This design comes from an exercise in tuning for small area and a short achievable clock period on the open sky130 flow, not from production work.
Function was checked by simulation only, so behaviour that the tests miss may differ from the original.
Power and IR drop assume default switching activity.

==> flow/design.v, too long to show whole: its modules and the start of the top module <==
// module mul_simd_top: 1779 lines
module mul_simd_top
(
   input  logic        clk,
   input  logic        rst_n,
   input  logic        in_valid,
   input  logic [1:0]  op,
   input  logic [31:0] a,
   input  logic [31:0] b,
   output logic        out_valid,
   output logic [63:0] result
);
  // ...
==> flow/flow/run.sh <==
#!/bin/bash
# Own layout flow: the standard synthesis unchanged, then
#  - (if POLARITY=1) flow/polarity.py removes inverters between full-adder
#    cells of the synthesized netlist by choosing each adder's polarity
#    (registers, ports and the function are unchanged),
#  - the standard ORFS steps with a few resizer settings changed (knobs.sh):
#    port buffers are buf cells (the default pick is a slow delay buffer),
#    the resizer may swap cells across footprints, and repair_timing aims for
#    extra setup slack.
# Each step's full output goes to a log file in this folder.
set -euo pipefail
cd "$(dirname "$0")/.."
source flow/knobs.sh
R=orfs/results/sky130hd/mul_simd_top/base
bash standard.sh synth > flow_synth.log 2>&1
if [[ "${POLARITY:-0}" == 1 ]]; then
  cp $R/1_2_yosys.v flow_synth_netlist.v
  python3 flow/polarity.py $R/1_2_yosys.v > flow_polarity.log 2>&1
  rm -f $R/1_synth.odb $R/1_synth.sdc
fi
bash standard.sh "${KNOBS[@]}" finish > flow_layout.log 2>&1
==> flow/flow/knobs.sh <==
POLARITY=1
KNOBS=(
  MATCH_CELL_FOOTPRINT=0
  "BUFFER_PORTS_ARGS=-buffer_cell sky130_fd_sc_hd__buf_2"
  SETUP_SLACK_MARGIN=5.2
)
==> flow/flow/polarity.py <==
#!/usr/bin/env python3
"""Remove inverters between full-adder cells of a synthesized netlist.

A full adder is self-dual: FA(~a, ~b, ~c) = (~sum, ~carry). Synthesis maps the
carry-save tree into sky130 fa cells, but leaves an inverter on many of the
wires between them. This pass picks, for every fa cell, whether it computes
the true or the inverted values of its wires (flipping all its inputs and
outputs), so that as few inverters as possible are needed, then rewires the
netlist. Registers, ports and all other cells are untouched; the netlist
computes exactly the same function.

usage: polarity.py NETLIST.v   (rewritten in place; a report goes to stdout)
"""
import re, sys, random

path = sys.argv[1]
text = open(path).read()

inst_re = re.compile(r'^(\s*)(sky130_fd_sc_hd__\w+)\s+(\S+)\s*\((.*?)\);\n', re.S | re.M)
pin_re = re.compile(r'\.(\w+)\(\s*(.*?)\s*\)(?=\s*,|\s*$)', re.S)
OUTPINS = {"X", "Y", "Q", "Q_N", "SUM", "COUT", "HI", "LO"}

cells = []
for m in inst_re.finditer(text):
    pins = {}
    for pm in pin_re.finditer(m.group(4)):
        pins[pm.group(1)] = pm.group(2).strip()
    cells.append({"type": m.group(2), "name": m.group(3), "pins": pins,
                  "span": m.span(), "indent": m.group(1)})

hdr_end = text.index(");", text.index("module")) + 2
ports = set()
for m in re.finditer(r'^\s*(input|output|inout)\s*(\[[^\]]*\])?\s*([^;]+);', text, re.M):
    for n in m.group(3).split(","):
        ports.add(n.strip())

def fmt(n):
    return n + " " if n.startswith("\\") else n

def is_port(net):
    base = net.split("[")[0].strip()
    return base in ports or net in ports

driver = {}
for i, c in enumerate(cells):
    for p, n in c["pins"].items():
        if p in OUTPINS:
            driver[n] = (i, p)

def is_inv(c):
    return "__inv_" in c["type"]

def is_fa(c):
    return "__fa_" in c["type"]

def root(net):
    par = 0
    seen = 0
    while net in driver and is_inv(cells[driver[net][0]]) and seen < 50:
        net = cells[driver[net][0]]["pins"]["A"]
        par ^= 1
        seen += 1
    return net, par

fa_ids = [i for i, c in enumerate(cells) if is_fa(c)]
fa_out = {}   # net -> fa index
for i in fa_ids:
    for p in ("SUM", "COUT"):
        if p in cells[i]["pins"]:
            fa_out[cells[i]["pins"][p]] = i

fixed = set()
for i in fa_ids:
    for p in ("SUM", "COUT"):
        n = cells[i]["pins"].get(p)
        if n is not None and is_port(n):
            fixed.add(i)

# managed pins: every input pin of a non-inverter cell whose root is an fa
# output, and every input pin of an fa cell
managed = []   # (cell idx, pin, root net, parity)
for i, c in enumerate(cells):
    if is_inv(c):
        continue
    for p, n in c["pins"].items():
        if p in OUTPINS:
            continue
        r, par = root(n)
        if is_fa(c) or r in fa_out:
            managed.append((i, p, r, par))

# inverter outputs that are ports or feed unmanaged loads stay as they are
x = {i: 0 for i in fa_ids}

def need(m):
    i, p, r, par = m
    v = par
    if is_fa(cells[i]):
        v ^= x[i]
    if r in fa_out:
        v ^= x[fa_out[r]]
    return v

def cost():
    return len({m[2] for m in managed if need(m)})

by_fa = {i: [] for i in fa_ids}
for k, m in enumerate(managed):
    i, p, r, par = m
    if i in by_fa:
        by_fa[i].append(k)
    if r in fa_out:
        by_fa[fa_out[r]].append(k)
by_root = {}
for k, m in enumerate(managed):
    by_root.setdefault(m[2], []).append(k)

def delta(f):
    roots = {managed[k][2] for k in by_fa[f]}
    before = sum(1 for r in roots if any(need(managed[k]) for k in by_root[r]))
    x[f] ^= 1
    after = sum(1 for r in roots if any(need(managed[k]) for k in by_root[r]))
    x[f] ^= 1
    return after - before

c0 = cost()
best = dict(x); best_cost = c0
rng = random.Random(1)
for restart in range(12):
    if restart:
        for f in fa_ids:
            x[f] = best[f]
        for f in rng.sample(fa_ids, max(1, len(fa_ids) // 10)):
            if f not in fixed:
                x[f] ^= 1
    improved = True
    while improved:
        improved = False
        for f in fa_ids:
            if f in fixed:
                continue
            if delta(f) < 0:
                x[f] ^= 1
                improved = True
    cc = cost()
    if cc < best_cost:
        best_cost = cc; best = dict(x)
x = best

# rewrite
new_inv = {}   # root net -> inverted net
extra = []
def inv_of(r):
    if r not in new_inv:
        k = len(new_inv)
        nn = f"_pol{k}_"
        new_inv[r] = nn
        extra.append((f"  wire {nn};\n", f"  sky130_fd_sc_hd__inv_1 _pol{k}_i_ (\n    .A({fmt(r)}),\n    .Y({nn})\n  );\n"))
    return new_inv[r]

for m in managed:
    i, p, r, par = m
    cells[i]["pins"][p] = inv_of(r) if need(m) else r

# drop inverters that drive nothing now (repeat, chains)
loads = {}
def count_loads():
    loads.clear()
    for c in cells:
        if c.get("dead"):
            continue
        for p, n in c["pins"].items():
            if p not in OUTPINS:
                loads[n] = loads.get(n, 0) + 1
changed = True
removed = 0
while changed:
    changed = False
    count_loads()
    for c in cells:
        if c.get("dead") or not is_inv(c):
            continue
        y = c["pins"]["Y"]
        if loads.get(y, 0) == 0 and not is_port(y):
            c["dead"] = True
            removed += 1
            changed = True

out = []
pos = 0
for c in cells:
    s, e = c["span"]
    out.append(text[pos:s])
    if not c.get("dead"):
        ind = c["indent"]
        body = ",\n".join(f"{ind}  .{p}({fmt(n)})" for p, n in c["pins"].items())
        out.append(f"{ind}{c['type']} {c['name']} (\n{body}\n{ind});\n")
    pos = e
out.append(text[pos:])
res = "".join(out)
decl = "".join(d for d, _ in extra)
insts = "".join(i for _, i in extra)
res = res[:hdr_end] + "\n" + decl + res[hdr_end:]
k = res.rindex("endmodule")
res = res[:k] + insts + res[k:]
open(path, "w").write(res)
flipped = sum(1 for f in fa_ids if x[f])
print(f"polarity: {len(fa_ids)} fa cells, {flipped} flipped; inverted roots {c0} -> {best_cost}; "
      f"{removed} inverters removed, {len(new_inv)} added")
==> flow/standard.sh <==
#!/bin/bash
# synth_recipe.tcl (not shown) runs the flow's synth.tcl, then flattens the netlist and writes it again
# the make line also repeats each setting of config.mk as NAME=value (left out here)
make -C /OpenROAD-flow-scripts/flow DESIGN_CONFIG=/design/flow/config.mk WORK_HOME=/design/flow/orfs CLKGATE_MAP_FILE= SYNTH_SCRIPT=/design/flow/synth_recipe.tcl "${@:-finish}"
==> flow/config.mk <==
export PLATFORM = sky130hd
export DESIGN_NAME = mul_simd_top
export DESIGN_NICKNAME = mul_simd_top
export VERILOG_FILES = /design/flow/design.v
export SDC_FILE = /design/flow/constraint.sdc
export NUM_CORES = 4
export LEC_CHECK = 0
export CAP_MARGIN = 20
export CORE_MARGIN = 2
export CORE_UTILIZATION = 60
export CTS_BUF_LIST = sky130_fd_sc_hd__clkbuf_8 sky130_fd_sc_hd__clkbuf_16
export CTS_CLUSTER_DIAMETER = 100
export CTS_CLUSTER_SIZE = 30
export SLEW_MARGIN = 20
==> flow/constraint.sdc <==
create_clock -name core_clock -period 9.5 [get_ports {clk}]
set_input_delay 1.9000 -clock core_clock [delete_from_list [all_inputs] [get_ports {clk}]]
set_output_delay 1.9000 -clock core_clock [all_outputs]
set_load 0.01 [all_outputs]
==> results_dict.tcl, run 1 <==
set metrics [dict create \
    grtUsageMet1_pct 41.5 \
    worstReg2RegEnd "bg1_r[2]" \
    ir_drop_v 0.000283 \
    buffers 154 \
    busiest_layer "met2" \
    n_all_inverters 176 \
    fmax_ghz 0.234 \
    tapCellCount 448 \
    syn_area_sq_um 20300 \
    layout_common_cells "a22oi_1 (260), xnor2_1 (236), fa_1 (220), dfxtp_1 (178), inv_1 (176)" \
    route.met2.wl_um 23000 \
    switchingPower_mw 2.94 \
    r2r-start "ml1_r[1]" \
    p_seq_mw 1.59 \
    portBuffers 133 \
    final_area_sq_um 21800 \
    drc 0 \
    fin_util_pct 65.3 \
    status "no timing/DRC/antenna violations" \
    n_sequential_cell 242 \
    hp-class "reg -> reg" \
    routed_wl_um 50600 \
    maxPowerGroup "combinational cells" \
    reg2reg_setup_slack_ns 5.31 \
    dieHeight_um 188 \
    first_pass_iters 7 \
    place_congestion 0.936 \
    drive_gt1_share_pct 13.4 \
    setup_viol 0 \
    layout_commonest_cell "a22oi_1" \
    slew_viol_final 0 \
    holdBufCountCts 0 \
    p_clk_share_pct 11.2 \
    seq_area_sq_um 4980 \
    seqPwrFrac_pct 23.7 \
    powerClk_mw 0.747 \
    clk_pin_slew_worst_paths_ns 0.11 \
    rows 67 \
    required_ns 7.60 \
    largest_class "multi-input gates" \
    grt_pass1_vias 14840 \
    core_area_sq_um 33400 \
    setup_slack_ns 5.24 \
    grt_start_max_net_pins 69 \
]
==> run 2: changes to the inputs <==
--- a/flow/design.v
+++ b/flow/design.v
@@ -108,21 +108,23 @@
       mh1_r <= wide ? b[23:16] : 8'd0;
       bx1_r <= sgn & b[31];
       r1_r  <= r1_d;
    end
    logic [7:0] lo0_r;
    logic cy0_r;
    logic [31:8] bs0_r;    
    logic [5:0] bg0_r;    
+   logic [5:0] bp0_r;    
    logic w20_r;
    logic [7:0] lo1_r;
    logic cy1_r;
    logic [31:8] bs1_r;    
    logic [5:0] bg1_r;    
+   logic [5:0] bp1_r;    
    logic w21_r;
    wire l0_onew0 = bo0_r[0] & w0_r[1];
    wire l0_twow0 = bt0_r[0] & w0_r[2];
    wire l0_nnw0 = ~bn0_r[0] & w0_r[3];
    wire l0_onew1 = bo0_r[1] & w0_r[0];
    wire l0_twow1 = bt0_r[1] & w0_r[1];
    wire l0_nnw1 = ~bn0_r[1] & w0_r[2];
    wire l0_onew2 = bo0_r[2] & w0_r[3];
@@ -1601,36 +1603,41 @@
       lo0_r[6] <= l0_la_s6;
       lo0_r[7] <= l0_la_s7;
       cy0_r <= l0_la_G2_7;
       bs0_r[8] <= l0_b0_p0;
       bs0_r[9] <= l0_b0_s1;
       bs0_r[10] <= l0_b0_s2;
       bs0_r[11] <= l0_b0_s3;
       bg0_r[0] <= l0_b0_c4;
+      bp0_r[0] <= l0_b0_p0 & l0_b0_p1 & l0_b0_p2 & l0_b0_p3;
       bs0_r[12] <= l0_b1_p0;
       bs0_r[13] <= l0_b1_s1;
       bs0_r[14] <= l0_b1_s2;
       bs0_r[15] <= l0_b1_s3;
       bg0_r[1] <= l0_b1_c4;
+      bp0_r[1] <= l0_b1_p0 & l0_b1_p1 & l0_b1_p2 & l0_b1_p3;
       bs0_r[16] <= l0_b2_p0;
       bs0_r[17] <= l0_b2_s1;
       bs0_r[18] <= l0_b2_s2;
       bs0_r[19] <= l0_b2_s3;
       bg0_r[2] <= l0_b2_c4;
+      bp0_r[2] <= l0_b2_p0 & l0_b2_p1 & l0_b2_p2 & l0_b2_p3;
       bs0_r[20] <= l0_b3_p0;
       bs0_r[21] <= l0_b3_s1;
       bs0_r[22] <= l0_b3_s2;
       bs0_r[23] <= l0_b3_s3;
       bg0_r[3] <= l0_b3_c4;
+      bp0_r[3] <= l0_b3_p0 & l0_b3_p1 & l0_b3_p2 & l0_b3_p3;
       bs0_r[24] <= l0_b4_p0;
       bs0_r[25] <= l0_b4_s1;
       bs0_r[26] <= l0_b4_s2;
       bs0_r[27] <= l0_b4_s3;
       bg0_r[4] <= l0_b4_c4;
+      bp0_r[4] <= l0_b4_p0 & l0_b4_p1 & l0_b4_p2 & l0_b4_p3;
       bs0_r[28] <= l0_b5_p0;
       bs0_r[29] <= l0_b5_s1;
       bs0_r[30] <= l0_b5_s2;
       bs0_r[31] <= l0_b5_s3;
       lo1_r[0] <= l1_la_p0;
       lo1_r[1] <= l1_la_s1;
       lo1_r[2] <= l1_la_s2;
       lo1_r[3] <= l1_la_s3;
@@ -1639,87 +1646,92 @@
       lo1_r[6] <= l1_la_s6;
       lo1_r[7] <= l1_la_s7;
       cy1_r <= l1_la_G2_7;
       bs1_r[8] <= l1_b0_p0;
       bs1_r[9] <= l1_b0_s1;
       bs1_r[10] <= l1_b0_s2;
       bs1_r[11] <= l1_b0_s3;
       bg1_r[0] <= l1_b0_c4;
+      bp1_r[0] <= l1_b0_p0 & l1_b0_p1 & l1_b0_p2 & l1_b0_p3;
       bs1_r[12] <= l1_b1_p0;
       bs1_r[13] <= l1_b1_s1;
       bs1_r[14] <= l1_b1_s2;
       bs1_r[15] <= l1_b1_s3;
       bg1_r[1] <= l1_b1_c4;
+      bp1_r[1] <= l1_b1_p0 & l1_b1_p1 & l1_b1_p2 & l1_b1_p3;
       bs1_r[16] <= l1_b2_p0;
       bs1_r[17] <= l1_b2_s1;
       bs1_r[18] <= l1_b2_s2;
       bs1_r[19] <= l1_b2_s3;
       bg1_r[2] <= l1_b2_c4;
+      bp1_r[2] <= l1_b2_p0 & l1_b2_p1 & l1_b2_p2 & l1_b2_p3;
       bs1_r[20] <= l1_b3_p0;
       bs1_r[21] <= l1_b3_s1;
       bs1_r[22] <= l1_b3_s2;
       bs1_r[23] <= l1_b3_s3;
       bg1_r[3] <= l1_b3_c4;
+      bp1_r[3] <= l1_b3_p0 & l1_b3_p1 & l1_b3_p2 & l1_b3_p3;
       bs1_r[24] <= l1_b4_p0;
       bs1_r[25] <= l1_b4_s1;
       bs1_r[26] <= l1_b4_s2;
       bs1_r[27] <= l1_b4_s3;
       bg1_r[4] <= l1_b4_c4;
+      bp1_r[4] <= l1_b4_p0 & l1_b4_p1 & l1_b4_p2 & l1_b4_p3;
       bs1_r[28] <= l1_b5_p0;
       bs1_r[29] <= l1_b5_s1;
       bs1_r[30] <= l1_b5_s2;
       bs1_r[31] <= l1_b5_s3;
    end
    assign result[7:0] = lo0_r;
    wire f0_c0 = cy0_r;
    assign result[8] = bs0_r[8] ^ f0_c0;
    wire f0_q0_1 = bs0_r[8];
    assign result[9] = bs0_r[9] ^ (f0_c0 & f0_q0_1);
    wire f0_q0_2 = bs0_r[8] & bs0_r[9];
    assign result[10] = bs0_r[10] ^ (f0_c0 & f0_q0_2);
    wire f0_q0_3 = bs0_r[8] & bs0_r[9] & bs0_r[10];
    assign result[11] = bs0_r[11] ^ (f0_c0 & f0_q0_3);
-   wire f0_n0 = (bg0_r[0] | ((bs0_r[8] & bs0_r[9] & bs0_r[10] & bs0_r[11]) & f0_c0));
+   wire f0_n0 = (bg0_r[0] | ((bp0_r[0]) & f0_c0));
    wire f0_c1 = f0_n0;
    assign result[12] = bs0_r[12] ^ f0_c1;
    wire f0_q1_1 = bs0_r[12];
    assign result[13] = bs0_r[13] ^ (f0_c1 & f0_q1_1);
    wire f0_q1_2 = bs0_r[12] & bs0_r[13];
    assign result[14] = bs0_r[14] ^ (f0_c1 & f0_q1_2);
    wire f0_q1_3 = bs0_r[12] & bs0_r[13] & bs0_r[14];
    assign result[15] = bs0_r[15] ^ (f0_c1 & f0_q1_3);
-   wire f0_n1 = ((bg0_r[1] | ((bs0_r[12] & bs0_r[13] & bs0_r[14] & bs0_r[15]) & f0_c1)) & w20_r);
+   wire f0_n1 = ((bg0_r[1] | ((bp0_r[1]) & f0_c1)) & w20_r);
    wire f0_c2 = f0_n1;
    assign result[16] = bs0_r[16] ^ f0_c2;
    wire f0_q2_1 = bs0_r[16];
    assign result[17] = bs0_r[17] ^ (f0_c2 & f0_q2_1);
    wire f0_q2_2 = bs0_r[16] & bs0_r[17];
    assign result[18] = bs0_r[18] ^ (f0_c2 & f0_q2_2);
    wire f0_q2_3 = bs0_r[16] & bs0_r[17] & bs0_r[18];
    assign result[19] = bs0_r[19] ^ (f0_c2 & f0_q2_3);
-   wire f0_n2 = (bg0_r[2] | ((bs0_r[16] & bs0_r[17] & bs0_r[18] & bs0_r[19]) & f0_c2));
+   wire f0_n2 = (bg0_r[2] | ((bp0_r[2]) & f0_c2));
    wire f0_c3 = f0_n2;
    assign result[20] = bs0_r[20] ^ f0_c3;
    wire f0_q3_1 = bs0_r[20];
    assign result[21] = bs0_r[21] ^ (f0_c3 & f0_q3_1);
    wire f0_q3_2 = bs0_r[20] & bs0_r[21];
    assign result[22] = bs0_r[22] ^ (f0_c3 & f0_q3_2);
    wire f0_q3_3 = bs0_r[20] & bs0_r[21] & bs0_r[22];
    assign result[23] = bs0_r[23] ^ (f0_c3 & f0_q3_3);
-   wire f0_n3 = (bg0_r[3] | ((bs0_r[20] & bs0_r[21] & bs0_r[22] & bs0_r[23]) & f0_c3));
+   wire f0_n3 = (bg0_r[3] | ((bp0_r[3]) & f0_c3));
    wire f0_c4 = f0_n3;
    assign result[24] = bs0_r[24] ^ f0_c4;
    wire f0_q4_1 = bs0_r[24];
    assign result[25] = bs0_r[25] ^ (f0_c4 & f0_q4_1);
    wire f0_q4_2 = bs0_r[24] & bs0_r[25];
    assign result[26] = bs0_r[26] ^ (f0_c4 & f0_q4_2);
    wire f0_q4_3 = bs0_r[24] & bs0_r[25] & bs0_r[26];
    assign result[27] = bs0_r[27] ^ (f0_c4 & f0_q4_3);
-   wire f0_n4 = (bg0_r[4] | ((bs0_r[24] & bs0_r[25] & bs0_r[26] & bs0_r[27]) & f0_c4));
+   wire f0_n4 = (bg0_r[4] | ((bp0_r[4]) & f0_c4));
    wire f0_c5 = f0_n4;
    assign result[28] = bs0_r[28] ^ f0_c5;
    wire f0_q5_1 = bs0_r[28];
    assign result[29] = bs0_r[29] ^ (f0_c5 & f0_q5_1);
    wire f0_q5_2 = bs0_r[28] & bs0_r[29];
    assign result[30] = bs0_r[30] ^ (f0_c5 & f0_q5_2);
    wire f0_q5_3 = bs0_r[28] & bs0_r[29] & bs0_r[30];
    assign result[31] = bs0_r[31] ^ (f0_c5 & f0_q5_3);
@@ -1727,53 +1739,53 @@
    wire f1_c0 = cy1_r;
    assign result[40] = bs1_r[8] ^ f1_c0;
    wire f1_q0_1 = bs1_r[8];
    assign result[41] = bs1_r[9] ^ (f1_c0 & f1_q0_1);
    wire f1_q0_2 = bs1_r[8] & bs1_r[9];
    assign result[42] = bs1_r[10] ^ (f1_c0 & f1_q0_2);
    wire f1_q0_3 = bs1_r[8] & bs1_r[9] & bs1_r[10];
    assign result[43] = bs1_r[11] ^ (f1_c0 & f1_q0_3);
-   wire f1_n0 = (bg1_r[0] | ((bs1_r[8] & bs1_r[9] & bs1_r[10] & bs1_r[11]) & f1_c0));
+   wire f1_n0 = (bg1_r[0] | ((bp1_r[0]) & f1_c0));
    wire f1_c1 = f1_n0;
    assign result[44] = bs1_r[12] ^ f1_c1;
    wire f1_q1_1 = bs1_r[12];
    assign result[45] = bs1_r[13] ^ (f1_c1 & f1_q1_1);
    wire f1_q1_2 = bs1_r[12] & bs1_r[13];
    assign result[46] = bs1_r[14] ^ (f1_c1 & f1_q1_2);
    wire f1_q1_3 = bs1_r[12] & bs1_r[13] & bs1_r[14];
    assign result[47] = bs1_r[15] ^ (f1_c1 & f1_q1_3);
-   wire f1_n1 = ((bg1_r[1] | ((bs1_r[12] & bs1_r[13] & bs1_r[14] & bs1_r[15]) & f1_c1)) & w21_r);
+   wire f1_n1 = ((bg1_r[1] | ((bp1_r[1]) & f1_c1)) & w21_r);
    wire f1_c2 = f1_n1;
    assign result[48] = bs1_r[16] ^ f1_c2;
    wire f1_q2_1 = bs1_r[16];
    assign result[49] = bs1_r[17] ^ (f1_c2 & f1_q2_1);
    wire f1_q2_2 = bs1_r[16] & bs1_r[17];
    assign result[50] = bs1_r[18] ^ (f1_c2 & f1_q2_2);
    wire f1_q2_3 = bs1_r[16] & bs1_r[17] & bs1_r[18];
    assign result[51] = bs1_r[19] ^ (f1_c2 & f1_q2_3);
-   wire f1_n2 = (bg1_r[2] | ((bs1_r[16] & bs1_r[17] & bs1_r[18] & bs1_r[19]) & f1_c2));
+   wire f1_n2 = (bg1_r[2] | ((bp1_r[2]) & f1_c2));
    wire f1_c3 = f1_n2;
    assign result[52] = bs1_r[20] ^ f1_c3;
    wire f1_q3_1 = bs1_r[20];
    assign result[53] = bs1_r[21] ^ (f1_c3 & f1_q3_1);
    wire f1_q3_2 = bs1_r[20] & bs1_r[21];
    assign result[54] = bs1_r[22] ^ (f1_c3 & f1_q3_2);
    wire f1_q3_3 = bs1_r[20] & bs1_r[21] & bs1_r[22];
    assign result[55] = bs1_r[23] ^ (f1_c3 & f1_q3_3);
-   wire f1_n3 = (bg1_r[3] | ((bs1_r[20] & bs1_r[21] & bs1_r[22] & bs1_r[23]) & f1_c3));
+   wire f1_n3 = (bg1_r[3] | ((bp1_r[3]) & f1_c3));
    wire f1_c4 = f1_n3;
    assign result[56] = bs1_r[24] ^ f1_c4;
    wire f1_q4_1 = bs1_r[24];
    assign result[57] = bs1_r[25] ^ (f1_c4 & f1_q4_1);
    wire f1_q4_2 = bs1_r[24] & bs1_r[25];
    assign result[58] = bs1_r[26] ^ (f1_c4 & f1_q4_2);
    wire f1_q4_3 = bs1_r[24] & bs1_r[25] & bs1_r[26];
    assign result[59] = bs1_r[27] ^ (f1_c4 & f1_q4_3);
-   wire f1_n4 = (bg1_r[4] | ((bs1_r[24] & bs1_r[25] & bs1_r[26] & bs1_r[27]) & f1_c4));
+   wire f1_n4 = (bg1_r[4] | ((bp1_r[4]) & f1_c4));
    wire f1_c5 = f1_n4;
    assign result[60] = bs1_r[28] ^ f1_c5;
    wire f1_q5_1 = bs1_r[28];
    assign result[61] = bs1_r[29] ^ (f1_c5 & f1_q5_1);
    wire f1_q5_2 = bs1_r[28] & bs1_r[29];
    assign result[62] = bs1_r[30] ^ (f1_c5 & f1_q5_2);
    wire f1_q5_3 = bs1_r[28] & bs1_r[29] & bs1_r[30];
    assign result[63] = bs1_r[31] ^ (f1_c5 & f1_q5_3);
==> flow/config.mk (replaced) <==
export PLATFORM = sky130hd
export DESIGN_NAME = mul_simd_top
export DESIGN_NICKNAME = mul_simd_top
export VERILOG_FILES = /design/flow/design.v
export SDC_FILE = /design/flow/constraint.sdc
export NUM_CORES = 4
export LEC_CHECK = 0
export CAP_MARGIN = 20
export CORE_MARGIN = 2
export CORE_UTILIZATION = 60
export SLEW_MARGIN = 20
==> run 2 against run 1 <==
  * Flip-flop and latch count rose by 10
  * Routed wire length rose by 2.6%
  * Sequential share of layout area rose by 0.087 points
  * Global-route usage up 0.36 points
  * Cell count up 2.1%
  * Count of clock-buffer cells in the layout up 16
  * Final area grew 3.7%
  * Clock power increased by 65%
  * Sequential power about the same
  * Via count up 2.0%
  * Maximum frequency rose by 2.8%
  * Total power is 7.7% higher
  * Critical endpoint is now result[63]
==> results_dict.tcl, run 2 <==
set metrics [dict create \
    status "no timing/DRC/antenna violations" \
    rsz0062_at_grt "yes" \
    grt_start_max_net_pins 66 \
    reg2reg_setup_slack_ns 5.36 \
    hp-class "reg -> reg" \
    setup_viol 0 \
    timing.final.hold_violations 0 \
    worstPathArrival_ns 2.25 \
    finClkSkew_ns 0.0157 \
    place_congestion 0.916 \
    hold_ws_ns 0.369 \
    rows 67 \
    synth_warnings 1 \
    slew_headroom_pct 40.8 \
    cts_made_buffers 29 \
    dp_cells 2508 \
    die_area_sq_um 35900 \
    drt_iter0_drc 1226 \
    max_cap_violations 0 \
    fin_util_pct 67.2 \
    leakage_nw 9.69 \
    syn_area_sq_um 20700 \
    period_minus_slack_ns 4.15 \
    clock_sinks 252 \
    multiInputGateArea_sq_um 14300 \
    dieHeight_um 190 \
    cell_internal_pwr_mw 4.22 \
    area_growth_pct 9.66 \
    first_pass_iters 6 \
    crit_path_end_kind "primary output" \
    h-tree-depth 1 \
    antenna_cells 0 \
    overflow 0 \
    vias_per_cell 5.87 \
    r2r_cells 11 \
    cts_root_buf "clkbuf_16" \
    final_cells 2570 \
    tightest_slew_ns 0.886 \
    grt_util_all_layers_pct 29.3 \
    dr_total_vias 15085 \
    hold_depth 0 \
    r2r-start "bt0_r[2]" \
    antenna_found_initial 0 \
    cp-start-kind "register" \
    seq_area_sq_um 5190 \
    p_clk_share_pct 17.1 \
    netSwitchingFraction_pct 41.4 \
    final_area_sq_um 22700 \
    fmax_ghz 0.241 \
    worst-path-max-fanout 5 \
    clkLatencyLatePin_ns 0.57 \
    switchingPower_mw 2.99 \
    fp.dieW_um 190 \
    drc 0 \
    slew_viol_final 0 \
    period_share_pct 43.7 \
    cts_tree "built" \
    required_ns 7.60 \
    grt_pass1_wl_um 82900 \
    core_area_sq_um 33700 \
    min_to "out_valid" \
    layout_commonest_cell "a22oi_1" \
    place_area_sq_um 21200 \
    ir_drop_v 0.000257 \
    portBuffers 133 \
    dp.final_hpwl_um 39400 \
    post-place-ws_ns 4.77 \
    synth_cells 2094 \
    routed_wl_um 52000 \
    drive_gt1_share_pct 13.7 \
    fillerInstances 2804 \
    wl_per_cell_um 20.2 \
    clockBufferDepth 3 \
    initial_core_util_pct 61.3 \
    syn_avg_cell_area_sq_um 9.87 \
    boundaryPins 134 \
    ant_nets 0 \
    seqPwrFrac_pct 22.3 \
    powerDensity_nw_per_um2 318 \
    worstReg2RegEnd "bg0_r[3]" \
    synth_fp_nets 2497 \
    p_comb_share_pct 60.5 \
    layout_common_cells "a22oi_1 (264), xnor2_1 (225), fa_1 (220), dfxtp_1 (195), inv_1 (167)" \
    hp-start "v1_r" \
    setup_slack_ns 5.35 \
    final_nets 2503 \
    tns_ns 0 \
    grt_pass1_vias 15285 \
    clk_pin_slew_worst_paths_ns 0.06 \
    path_class "reg -> out" \
    p_total_mw 7.21 \
]
-- run 2: critical path, stage by stage (launching register included) --
cell	delay, ns
dfxtp_4	0.37
a211oi_4	0.34
o31ai_4	0.12
buf_12	0.16
a41o_1	0.27
and3_1	0.18
nor2_1	0.10
buf_2	0.13
-- run 2: layout make-up --
| type | instances | share of cell area, % |
|---|---|---|
| multi-input combinational | 1497 | 63.3 |
| sequential | 252 | 22.9 |
| timing repair buffer | 153 | 3.90 |
| clock buffer | 31 | 3.32 |
| inverter | 167 | 2.77 |
| tap | 448 | 2.47 |
| clock inverter | 22 | 1.35 |
-- run 2: worst max path at each step --
stage,cells past startpoint,from,slack (ns),end
after floorplan,14,w0_r[0],5.25,bg1_r[2]
after CTS,12,bo0_r[7],5.18,bg0_r[2]
after detailed placement,13,w0_r[0],4.77,bg0_r[2]
after global placement,13,w0_r[0],4.87,bg0_r[2]
after global routing,13,ml0_r[2],5.15,bg0_r[2]
final,7,cy1_r,5.35,result[63]
-- run 2: layer usage --
layer	vias up	GRT usage, %	share of wire [%]
li1	7057	-	-
met1	7395	42.8	46
met2	548	45.4	44
met3	85	4.04	7.0
met4	0	8.94	3.0
met5	-	0	0
-- run 2: timing repair --
| action | in CTS | in global routing |
|---|---|---|
| gates resized for setup | 54 | 59 |
| setup buffers | 3 | 4 |
| gates cloned | 0 | 2 |
| setup endpoints to repair | 37 | 13 |
| endpoints found under the hold margin | 0 | 0 |
| hold buffers | 0 | 0 |
| pin swaps | 2 | 2 |
-- run 2: power groups by stage --
stage               Clock, mW  Sequential [mW]  Combinational [mW]
finish                   1.23             1.61                4.36
global route             1.30             1.64                4.98
CTS                      1.25             1.60                4.40
detailed placement          0             1.62                4.32
global placement            0             1.61                4.16
floorplan                   0             1.50                3.39

[re-timing with driven ports]
How much do the figures lean on ideal ports? The routed layouts below were timed once more, with nothing changed but the port constraints. Step 1: set_driving_cell puts a clkbuf_16 on clk and a buf_2 on each other input, an assumption about the parent block. Step 2 times the ports against the registers' clock, not the clock port: input delays grow and output delays shrink by t, the midpoint of the rising clock arrivals with the driver on. a / b / c = no drivers / after step 1 / after step 2; a / b = the first two.
run	t, ns	setup WS [ns]	cell pins on the clock port's net
run 1	0.568	5.235 / 5.181 / 5.170	1
run 2	0.623	5.350 / 5.296 / 5.247	1
After both steps setup and hold are still met in every run listed. For run 2, which loses most, drivers alone change the setup slack by -0.054 ns; drivers and shift together by -0.103 ns.
